Context: an optimization exercise on an open-source flow, tuned for small area. The choices shown serve that exercise and are no tape-out recipe. Only simulation tests tie the RTL to the original design; equivalence was not proved. Power is estimated from default activity; no workload was simulated.

<file path="design/flow/design.v">
`timescale 1ns/100ps
package rs_pkg;
	localparam logic [3:0] TAG_NONE = 4'd0;
	localparam int NUM_CDB      = 6;    
	localparam int ADD_TAG_BASE = 7;
	localparam int MUL_TAG_BASE = 10;
	localparam logic [1:0] IDLE          = 2'd0;
	localparam logic [1:0] WAIT_OPERANDS = 2'd1;
	localparam logic [1:0] READY         = 2'd2;
	localparam logic [1:0] EXECUTE       = 2'd3;
endpackage
`timescale 1ns/100ps
module cdb_snoop #(
	parameter int NUM_CDB = rs_pkg::NUM_CDB
) (
	input  logic [3:0]            tag,
	input  logic [NUM_CDB-1:0]    cdb_valid,
	input  logic [NUM_CDB*4-1:0]  cdb_tag,
	input  logic [NUM_CDB*32-1:0] cdb_value,
	output logic                  hit,
	output logic [31:0]           value
);
	logic [NUM_CDB-1:0] match;
	always_comb begin
		for (int i = 0; i < NUM_CDB; i++) begin
			match[i] = cdb_valid[i] && (cdb_tag[i*4 +: 4] == tag);
		end
	end
	assign hit = (tag != rs_pkg::TAG_NONE) && (|match);
	always_comb begin
		value = '0;
		for (int i = NUM_CDB - 1; i >= 0; i--) begin
			if (match[i]) begin
				value = cdb_value[i*32 +: 32];
			end
		end
	end
endmodule
`timescale 1ns/100ps
module rs_station #(
	parameter logic [3:0] MY_TAG  = 4'd7,
	parameter int         NUM_CDB = rs_pkg::NUM_CDB
) (
	input  logic                  clk,
	input  logic                  arst_n,
	input  logic                  select,
	input  logic [2:0]            issue_op,
	input  logic [31:0]           issue_vj,
	input  logic [31:0]           issue_vk,
	input  logic [3:0]            issue_qj,
	input  logic [3:0]            issue_qk,
	input  logic [NUM_CDB-1:0]    cdb_valid,
	input  logic [NUM_CDB*4-1:0]  cdb_tag,
	input  logic [NUM_CDB*32-1:0] cdb_value,
	output logic                  dispatch_start,
	output logic [2:0]            dispatch_op,
	output logic [31:0]           dispatch_vj,
	output logic [31:0]           dispatch_vk,
	output logic                  busy,
	output logic                  accepted,
	output logic                  released
);
	logic [1:0]  state;
	logic [1:0]  state_next;
	logic [2:0]  op_r;
	logic [31:0] vj_r;
	logic [31:0] vk_r;
	logic [3:0]  qj_r;
	logic [3:0]  qk_r;
	logic [3:0]  snoop_qj;
	logic [3:0]  snoop_qk;
	logic        j_hit;
	logic        k_hit;
	logic [31:0] j_value;
	logic [31:0] k_value;
	logic        j_ok;
	logic        k_ok;
	logic        own_hit;
	assign snoop_qj = (state == rs_pkg::IDLE) ? issue_qj : qj_r;
	assign snoop_qk = (state == rs_pkg::IDLE) ? issue_qk : qk_r;
	cdb_snoop #(.NUM_CDB(NUM_CDB)) snoop_j_i (
		.tag       (snoop_qj),
		.cdb_valid (cdb_valid),
		.cdb_tag   (cdb_tag),
		.cdb_value (cdb_value),
		.hit       (j_hit),
		.value     (j_value)
	);
	cdb_snoop #(.NUM_CDB(NUM_CDB)) snoop_k_i (
		.tag       (snoop_qk),
		.cdb_valid (cdb_valid),
		.cdb_tag   (cdb_tag),
		.cdb_value (cdb_value),
		.hit       (k_hit),
		.value     (k_value)
	);
	assign j_ok = (snoop_qj == rs_pkg::TAG_NONE) || j_hit;    
	assign k_ok = (snoop_qk == rs_pkg::TAG_NONE) || k_hit;
	always_comb begin
		own_hit = 1'b0;
		for (int i = 0; i < NUM_CDB; i++) begin
			if (cdb_valid[i] && (cdb_tag[i*4 +: 4] == MY_TAG)) begin
				own_hit = 1'b1;
			end
		end
	end
	assign busy     = (state != rs_pkg::IDLE);
	assign accepted = select && (state == rs_pkg::IDLE);    
	assign released = (state == rs_pkg::EXECUTE) && own_hit;
	always_comb begin
		state_next = state;
		case (state)
			rs_pkg::IDLE: begin
				if (select) begin
					state_next = (j_ok && k_ok) ? rs_pkg::READY : rs_pkg::WAIT_OPERANDS;
				end
			end
			rs_pkg::WAIT_OPERANDS: begin
				if (j_ok && k_ok) begin
					state_next = rs_pkg::READY;
				end
			end
			rs_pkg::READY: state_next = rs_pkg::EXECUTE;    
			rs_pkg::EXECUTE: begin
				if (own_hit) begin
					state_next = rs_pkg::IDLE;
				end
			end
			default: state_next = rs_pkg::IDLE;
		endcase
	end
	always_ff @(posedge clk or negedge arst_n) begin
		if (!arst_n) begin
			state <= rs_pkg::IDLE;
			qj_r  <= rs_pkg::TAG_NONE;
			qk_r  <= rs_pkg::TAG_NONE;
		end else begin
			state <= state_next;
			if (accepted) begin
				qj_r <= j_ok ? rs_pkg::TAG_NONE : issue_qj;
				qk_r <= k_ok ? rs_pkg::TAG_NONE : issue_qk;
			end else if (state == rs_pkg::WAIT_OPERANDS) begin
				if (j_hit) begin
					qj_r <= rs_pkg::TAG_NONE;
				end
				if (k_hit) begin
					qk_r <= rs_pkg::TAG_NONE;
				end
			end
		end
	end
	always_ff @(posedge clk) begin
		if (accepted) begin
			op_r <= issue_op;
			vj_r <= (issue_qj == rs_pkg::TAG_NONE) ? issue_vj : j_value;
			vk_r <= (issue_qk == rs_pkg::TAG_NONE) ? issue_vk : k_value;
		end else if (state == rs_pkg::WAIT_OPERANDS) begin
			if (j_hit) begin
				vj_r <= j_value;
			end
			if (k_hit) begin
				vk_r <= k_value;
			end
		end
	end
	assign dispatch_start = (state == rs_pkg::READY);
	assign dispatch_op    = op_r;
	assign dispatch_vj    = vj_r;
	assign dispatch_vk    = vk_r;
endmodule
`timescale 1ns/100ps
module rs_free_counter #(
	parameter int NUM_ADD = 3,
	parameter int NUM_MUL = 2
) (
	input  logic                           clk,
	input  logic                           arst_n,
	input  logic [NUM_ADD-1:0]             add_accept,
	input  logic [NUM_ADD-1:0]             add_release,
	input  logic [NUM_MUL-1:0]             mul_accept,
	input  logic [NUM_MUL-1:0]             mul_release,
	output logic [$clog2(NUM_ADD+1)-1:0]   add_free,
	output logic [$clog2(NUM_MUL+1)-1:0]   mul_free
);
	localparam int ADD_W = $clog2(NUM_ADD + 1);
	localparam int MUL_W = $clog2(NUM_MUL + 1);
	logic [ADD_W-1:0] add_next;
	logic [MUL_W-1:0] mul_next;
	function automatic int next_count(int cur, int acc, int rel, int size);
		int sum;
		sum = cur + rel - acc;
		if (sum < 0) begin
			next_count = 0;
		end else if (sum > size) begin
			next_count = size;
		end else begin
			next_count = sum;
		end
	endfunction
	always_comb begin
		add_next = ADD_W'(next_count(int'(add_free), $countones(add_accept),
			$countones(add_release), NUM_ADD));
		mul_next = MUL_W'(next_count(int'(mul_free), $countones(mul_accept),
			$countones(mul_release), NUM_MUL));
	end
	always_ff @(posedge clk or negedge arst_n) begin
		if (!arst_n) begin
			add_free <= ADD_W'(NUM_ADD);    
			mul_free <= MUL_W'(NUM_MUL);
		end else begin
			add_free <= add_next;
			mul_free <= mul_next;
		end
	end
endmodule
`timescale 1ns/100ps
module rs_top #(
	parameter int NUM_ADD = 3,
	parameter int NUM_MUL = 2
) (
	input  logic                            clk,
	input  logic                            arst_n,
	input  logic                            issue_valid,
	input  logic [3:0]                      issue_target,    
	input  logic [2:0]                      issue_op,
	input  logic [31:0]                     issue_vj,        
	input  logic [31:0]                     issue_vk,
	input  logic [3:0]                      issue_qj,        
	input  logic [3:0]                      issue_qk,
	input  logic [rs_pkg::NUM_CDB-1:0]      cdb_valid,       
	input  logic [rs_pkg::NUM_CDB*4-1:0]    cdb_tag,         
	input  logic [rs_pkg::NUM_CDB*32-1:0]   cdb_value,       
	output logic [NUM_ADD-1:0]              add_start,
	output logic [NUM_ADD*3-1:0]            add_op,
	output logic [NUM_ADD*32-1:0]           add_vj,
	output logic [NUM_ADD*32-1:0]           add_vk,
	output logic [NUM_MUL-1:0]              mul_start,
	output logic [NUM_MUL*3-1:0]            mul_op,
	output logic [NUM_MUL*32-1:0]           mul_vj,
	output logic [NUM_MUL*32-1:0]           mul_vk,
	output logic [NUM_ADD-1:0]              add_busy,
	output logic [NUM_MUL-1:0]              mul_busy,
	output logic [$clog2(NUM_ADD+1)-1:0]    add_free,
	output logic [$clog2(NUM_MUL+1)-1:0]    mul_free
);
	logic [NUM_ADD-1:0] add_select;
	logic [NUM_ADD-1:0] add_accept;
	logic [NUM_ADD-1:0] add_release;
	logic [NUM_MUL-1:0] mul_select;
	logic [NUM_MUL-1:0] mul_accept;
	logic [NUM_MUL-1:0] mul_release;
	for (genvar i = 0; i < NUM_ADD; i++) begin : g_add
		localparam logic [3:0] TAG = 4'(rs_pkg::ADD_TAG_BASE + i);
		assign add_select[i] = issue_valid && (issue_target == TAG);
		rs_station #(
			.MY_TAG  (TAG),
			.NUM_CDB (rs_pkg::NUM_CDB)
		) rs_add_i (
			.clk            (clk),
			.arst_n         (arst_n),
			.select         (add_select[i]),
			.issue_op       (issue_op),
			.issue_vj       (issue_vj),
			.issue_vk       (issue_vk),
			.issue_qj       (issue_qj),
			.issue_qk       (issue_qk),
			.cdb_valid      (cdb_valid),
			.cdb_tag        (cdb_tag),
			.cdb_value      (cdb_value),
			.dispatch_start (add_start[i]),
			.dispatch_op    (add_op[i*3 +: 3]),
			.dispatch_vj    (add_vj[i*32 +: 32]),
			.dispatch_vk    (add_vk[i*32 +: 32]),
			.busy           (add_busy[i]),
			.accepted       (add_accept[i]),
			.released       (add_release[i])
		);
	end
	for (genvar i = 0; i < NUM_MUL; i++) begin : g_mul
		localparam logic [3:0] TAG = 4'(rs_pkg::MUL_TAG_BASE + i);
		assign mul_select[i] = issue_valid && (issue_target == TAG);
		rs_station #(
			.MY_TAG  (TAG),
			.NUM_CDB (rs_pkg::NUM_CDB)
		) rs_mul_i (
			.clk            (clk),
			.arst_n         (arst_n),
			.select         (mul_select[i]),
			.issue_op       (issue_op),
			.issue_vj       (issue_vj),
			.issue_vk       (issue_vk),
			.issue_qj       (issue_qj),
			.issue_qk       (issue_qk),
			.cdb_valid      (cdb_valid),
			.cdb_tag        (cdb_tag),
			.cdb_value      (cdb_value),
			.dispatch_start (mul_start[i]),
			.dispatch_op    (mul_op[i*3 +: 3]),
			.dispatch_vj    (mul_vj[i*32 +: 32]),
			.dispatch_vk    (mul_vk[i*32 +: 32]),
			.busy           (mul_busy[i]),
			.accepted       (mul_accept[i]),
			.released       (mul_release[i])
		);
	end
	rs_free_counter #(
		.NUM_ADD (NUM_ADD),
		.NUM_MUL (NUM_MUL)
	) rs_free_counter_i (
		.clk         (clk),
		.arst_n      (arst_n),
		.add_accept  (add_accept),
		.add_release (add_release),
		.mul_accept  (mul_accept),
		.mul_release (mul_release),
		.add_free    (add_free),
		.mul_free    (mul_free)
	);
endmodule
</file>
<file path="design/flow/run.sh">
#!/bin/bash
# synth_recipe.tcl (not shown) runs the flow's synth.tcl, then flattens the netlist and writes it again
# the make line also repeats each setting of config.mk as NAME=value (left out here)
make -C /OpenROAD-flow-scripts/flow DESIGN_CONFIG=/design/flow/config.mk WORK_HOME=/design/flow/orfs CLKGATE_MAP_FILE= SYNTH_SCRIPT=/design/flow/synth_recipe.tcl finish
</file>
<file path="design/flow/config.mk">
export PLATFORM = sky130hd
export DESIGN_NAME = rs_top
export DESIGN_NICKNAME = rs_top
export VERILOG_FILES = /design/flow/design.v
export SDC_FILE = /design/flow/constraint.sdc
export NUM_CORES = 4
export LEC_CHECK = 0
export CAP_MARGIN = 20
export CORE_MARGIN = 2
export CORE_UTILIZATION = 30
export SLEW_MARGIN = 20
</file>
<file path="design/flow/constraint.sdc">
create_clock -name core_clock -period 5.5 [get_ports {clk}]
set_input_delay 1.1000 -clock core_clock [delete_from_list [all_inputs] [get_ports {clk}]]
set_output_delay 1.1000 -clock core_clock [all_outputs]
set_load 0.01 [all_outputs]
</file>
==> flow_summary.yaml <==
sta:
  setup_viol: 0
  tns_ns: 0
  period_share: 0.854
  tightest_slew_ns: 1.10
  final.min_clock_period_ns: 4.70
  timing.fmax_mhz: 213
  finClkSkew_ns: 0.0495
  rsz0062_at_grt: "false"
  hold_viol: 0
  relSlewSlack: 0.270
  slew_violations: 0
power_and_ir_drop:
  total_power_w: 0.0186
  power.density_nw_per_um2: 394
  p_seq_frac: 0.232
  p_comb_frac: 0.570
  max-vdd-ir-drop_mv: 0.294
  p_int_w: 0.0100
  p_leak_nw: 15.3
  p_clk_frac: 0.199
  netSwitchingFraction: 0.459
  power.switching_w: 0.00853
setup_path:
  cpMaxStageDelayCell: "clkdlybuf4s50_1"
  r2r_slack_ns: 0.99
  crit_path_frequent_cell: "inv_1"
  worstPathArrival_ns: 5.28
  crit_type: "input port to flip-flop"
  required_ns: 6.08
  crit_fanout: 4
  cp_num_buf_inv: 6
  endpoint_kind: "flip-flop"
  critical_path.max_stage_delay_ns: 0.54
  crit_chain: "clkdlybuf4s50_1 -> nor4bb_1 -> nand2b_1 -> or2_2 -> inv_1 -> ha_1 -> fa_1 -> inv_1 -> fa_1 -> inv_1 -> fa_1 -> inv_1 -> fa_1 -> inv_1 -> ha_1 -> a31oi_1"
  startpoint_type: "input port"
  worst_path_dominant_cell_family: "adder cells"
drt:
  drc: 0
  detail_route.iter0.violations: 7487
  ant_nets: 0
  wl_per_cell_um: 37.6
  vias_per_cell: 6.76
  via_count: 41954
  wl_mm: 233
  dr.pass1.iters: 10
floorplan:
  coreArea_um2: 122000
  num_rows: 128
  start_util: 0.302
  chipWidth_um: 354
  die-area_um2: 126000
  ioPinCount: 653
  die_height_um: 354
clock_tree:
  cts_buffers: 51
  post_cts_buffers: 0
  cts_resized: 0
  ctsHoldBuffers: 0
  insertion_delay_ns: 0.70
  cts_tree: "done"
  cts_sinks: 389
  clkTransAtPathRegs_ns: 0.06
  ctsLongestPathBuffers: 3
  cts_root_buffer: "clkbuf_16"
  htree_num_levels: 2
synthesis:
  yosysSeqAreaShare: 0.310
  syn_avg_cell_area_um2: 8.75
  synth-main-ff-cell: "edfxtp_1"
  synth-edff-count: 335
  async_flop_share: 0.139
  synthesis.area_um2: 36800
  netlist_instances: 4206
  ys_warn_count: 7
  synth_cell_types: 76
  ys_ff_latch: 389
  syn_nets: 4545
grt:
  antenna_found_initial: 41
  grt_pass1_wl_mm: 320
  use_met3: 0.153
  grt_pass1_vias: 39629
  grt_usage: 0.354
  grt_use_met2: 0.519
  use_met1: 0.432
  grt-ovfl-total: 0
  grt_start_max_net_pins: 65
  top_usage_layer: "met2"
flow_run:
  max-cap-violations: 0
placement:
  dp_hpwl_mm: 160
  globalplace.congestion: 0.983
  port_buffers: 652
layout:
  final_common_cell: "clkdlybuf4s50_1"
  drive_gt1_frac: 0.141
  layout_common_cells: "clkdlybuf4s50_1 (651), nor2_1 (478), a22oi_1 (337)"
  area_growth_pct: 28.0
  fillers: 12133
  nNetsFinal: 4869
worst_hold_path:
  hp-class: "flip-flop to flip-flop"
status:
  outcome: "complete, no violations"
sequential cells by signal, indices dropped and copies added (netlist names), 4 cells and up:
signal and flops:
g_mul.rs_mul_i.op_r 6, g_add.rs_add_i.vk_r 96, g_mul.rs_mul_i.vk_r 64, g_mul.rs_mul_i.vj_r 64
g_add.rs_add_i.vj_r 96, g_add.rs_add_i.op_r 9, g_mul.rs_mul_i.state 4, g_add.rs_add_i.state 6
g_add.rs_add_i.qj_r 12, g_mul.rs_mul_i.qk_r 8, g_add.rs_add_i.qk_r 12, g_mul.rs_mul_i.qj_r 8
layout make-up:
| type | count | area (um^2) | area share |
|---|---|---|---|
| antenna | 11 | 27.5 | 0.000584 |
| inverter | 69 | 259 | 0.00550 |
| tap | 1625 | 2030 | 0.0431 |
| clock inverter | 39 | 465 | 0.00988 |
| multi-input combinational | 3118 | 22800 | 0.484 |
| sequential | 389 | 11400 | 0.242 |
| timing repair buffer | 901 | 8820 | 0.187 |
| clock buffer | 52 | 1280 | 0.0272 |
cell families (layout without fill, tap and decap cells):
group / Yosys count / in the layout / synth area share
AOI/OAI and AO/OA: 1523 / 1523 / 0.303
and+or+nand+nor: 1037 / 1037 / 0.141
buffers and inverters: 699 / 1061 / 0.0803
DFF: 389 / 389 / 0.310
muxes: 335 / 335 / 0.107
xor gates and xnor gates: 188 / 188 / 0.0447
adders and majority gates: 35 / 35 / 0.0135
other: 0 / 11 / 0
power by group through the flow:
stage | combinational (W) | sequential, W | clock (W)
2_1_floorplan | 0.00596 | 0.00437 | 0
3_3_place_gp | 0.0100 | 0.00435 | 0
3_5_place_dp | 0.0101 | 0.00435 | 0
4_1_cts | 0.0102 | 0.00430 | 0.00372
5_1_grt | 0.0109 | 0.00434 | 0.00382
6_report | 0.0106 | 0.00430 | 0.00369
synth_stat cells (100+ instances only):
| cell | count | area share |
|---|---|---|
| nand2b_1 | 116 | 0.020 |
| a31oi_1 | 266 | 0.045 |
| buf_2 | 100 | 0.014 |
| o21a_1 | 122 | 0.025 |
| nor2_1 | 489 | 0.050 |
| xnor2_1 | 143 | 0.034 |
| mux2_2 | 160 | 0.049 |
| nand2_1 | 193 | 0.020 |
| a21oi_1 | 111 | 0.015 |
| a22oi_1 | 337 | 0.069 |
| mux2i_1 | 135 | 0.037 |
| edfxtp_1 | 335 | 0.27 |
| clkbuf_1 | 381 | 0.039 |
| o211ai_1 | 219 | 0.045 |
| a221oi_1 | 127 | 0.030 |
| buf_1 | 102 | 0.010 |
metrics by stage:
| stage | hold WS (ns) | worst slack (ns) | util | cells | area (um^2) |
|---|---|---|---|---|---|
| after floorplan | 0.485 | 0.987 | - | 4206 | 36800 |
| after global placement | 0.497 | 0.192 | 0.372 | 6101 | 45300 |
| after detailed placement | 0.503 | 0.139 | 0.372 | 6101 | 45300 |
| after CTS | 0.516 | 0.835 | 0.387 | 6192 | 47100 |
| after global routing | 0.543 | 0.639 | 0.387 | 6198 | 47100 |
| final | 0.511 | 0.803 | 0.387 | 6204 | 47100 |
worst paths after layout:
check	startpoint	to	cells past startpoint
max	issue_target[3]	rs_free_counter_i.add_free[1]$_DFF_PN1_	16
min	g_add[0].rs_add_i.qk_r[2]$_DFFE_PN0P_	g_add[0].rs_add_i.qk_r[2]$_DFFE_PN0P_	1
max reg2reg	g_mul[0].rs_mul_i.state[0]$_DFFE_PN0P_	g_mul[0].rs_mul_i.state[0]$_DFFE_PN0P_	10
min reg2reg	g_add[0].rs_add_i.qk_r[2]$_DFFE_PN0P_	g_add[0].rs_add_i.qk_r[2]$_DFFE_PN0P_	1
max in group asynchronous	arst_n	g_mul[1].rs_mul_i.qj_r[0]$_DFFE_PN0P_	2
min in group asynchronous	arst_n	g_add[0].rs_add_i.qk_r[2]$_DFFE_PN0P_	2
layer usage:
| metal | share of wire | wire, um |
|---|---|---|
| met5 | 0.0022 | 509 |
| met1 | 0.36 | 84200 |
| met4 | 0.069 | 16200 |
| met2 | 0.42 | 97200 |
| met3 | 0.15 | 35300 |
worst reg2reg max path, stage by stage, from the launching register on:
cell	delay [ns]
dfrtp_1	0.41
inv_1	0.12
ha_1	0.54
mux2i_2	0.76
xnor2_1	0.22
nor4_4	0.63
nand2b_2	0.28
buf_4	0.44
nand4b_1	0.50
nand4_1	0.23
and4b_1	0.27

port drivers added, routing unchanged:
No port has a modelled driver above. Below, the same layout with a new extraction and two added sets of constraints. Step 1 (the two cells are an assumption about what drives the block):
set clk [get_ports {clk}]
set_driving_cell -lib_cell sky130_fd_sc_hd__clkbuf_16 $clk
set_driving_cell -lib_cell sky130_fd_sc_hd__buf_2 [delete_from_list [all_inputs] $clk]
Step 2 times the ports against the registers' clock, not the clock port: input delays grow and output delays shrink by t, the midpoint of the rising clock arrivals with the driver on. Slacks: no drivers / after step 1 / after step 2; pairs: no drivers / after step 1.
t (ns): 0.748
slack for setup (ns): 0.803 / 0.852 / 0.105
worst data-port slew with drivers (ns): 0.22
After both steps this run still meets setup and hold. For this run, drivers alone change the setup slack by +0.049 ns; drivers and shift together by -0.698 ns.
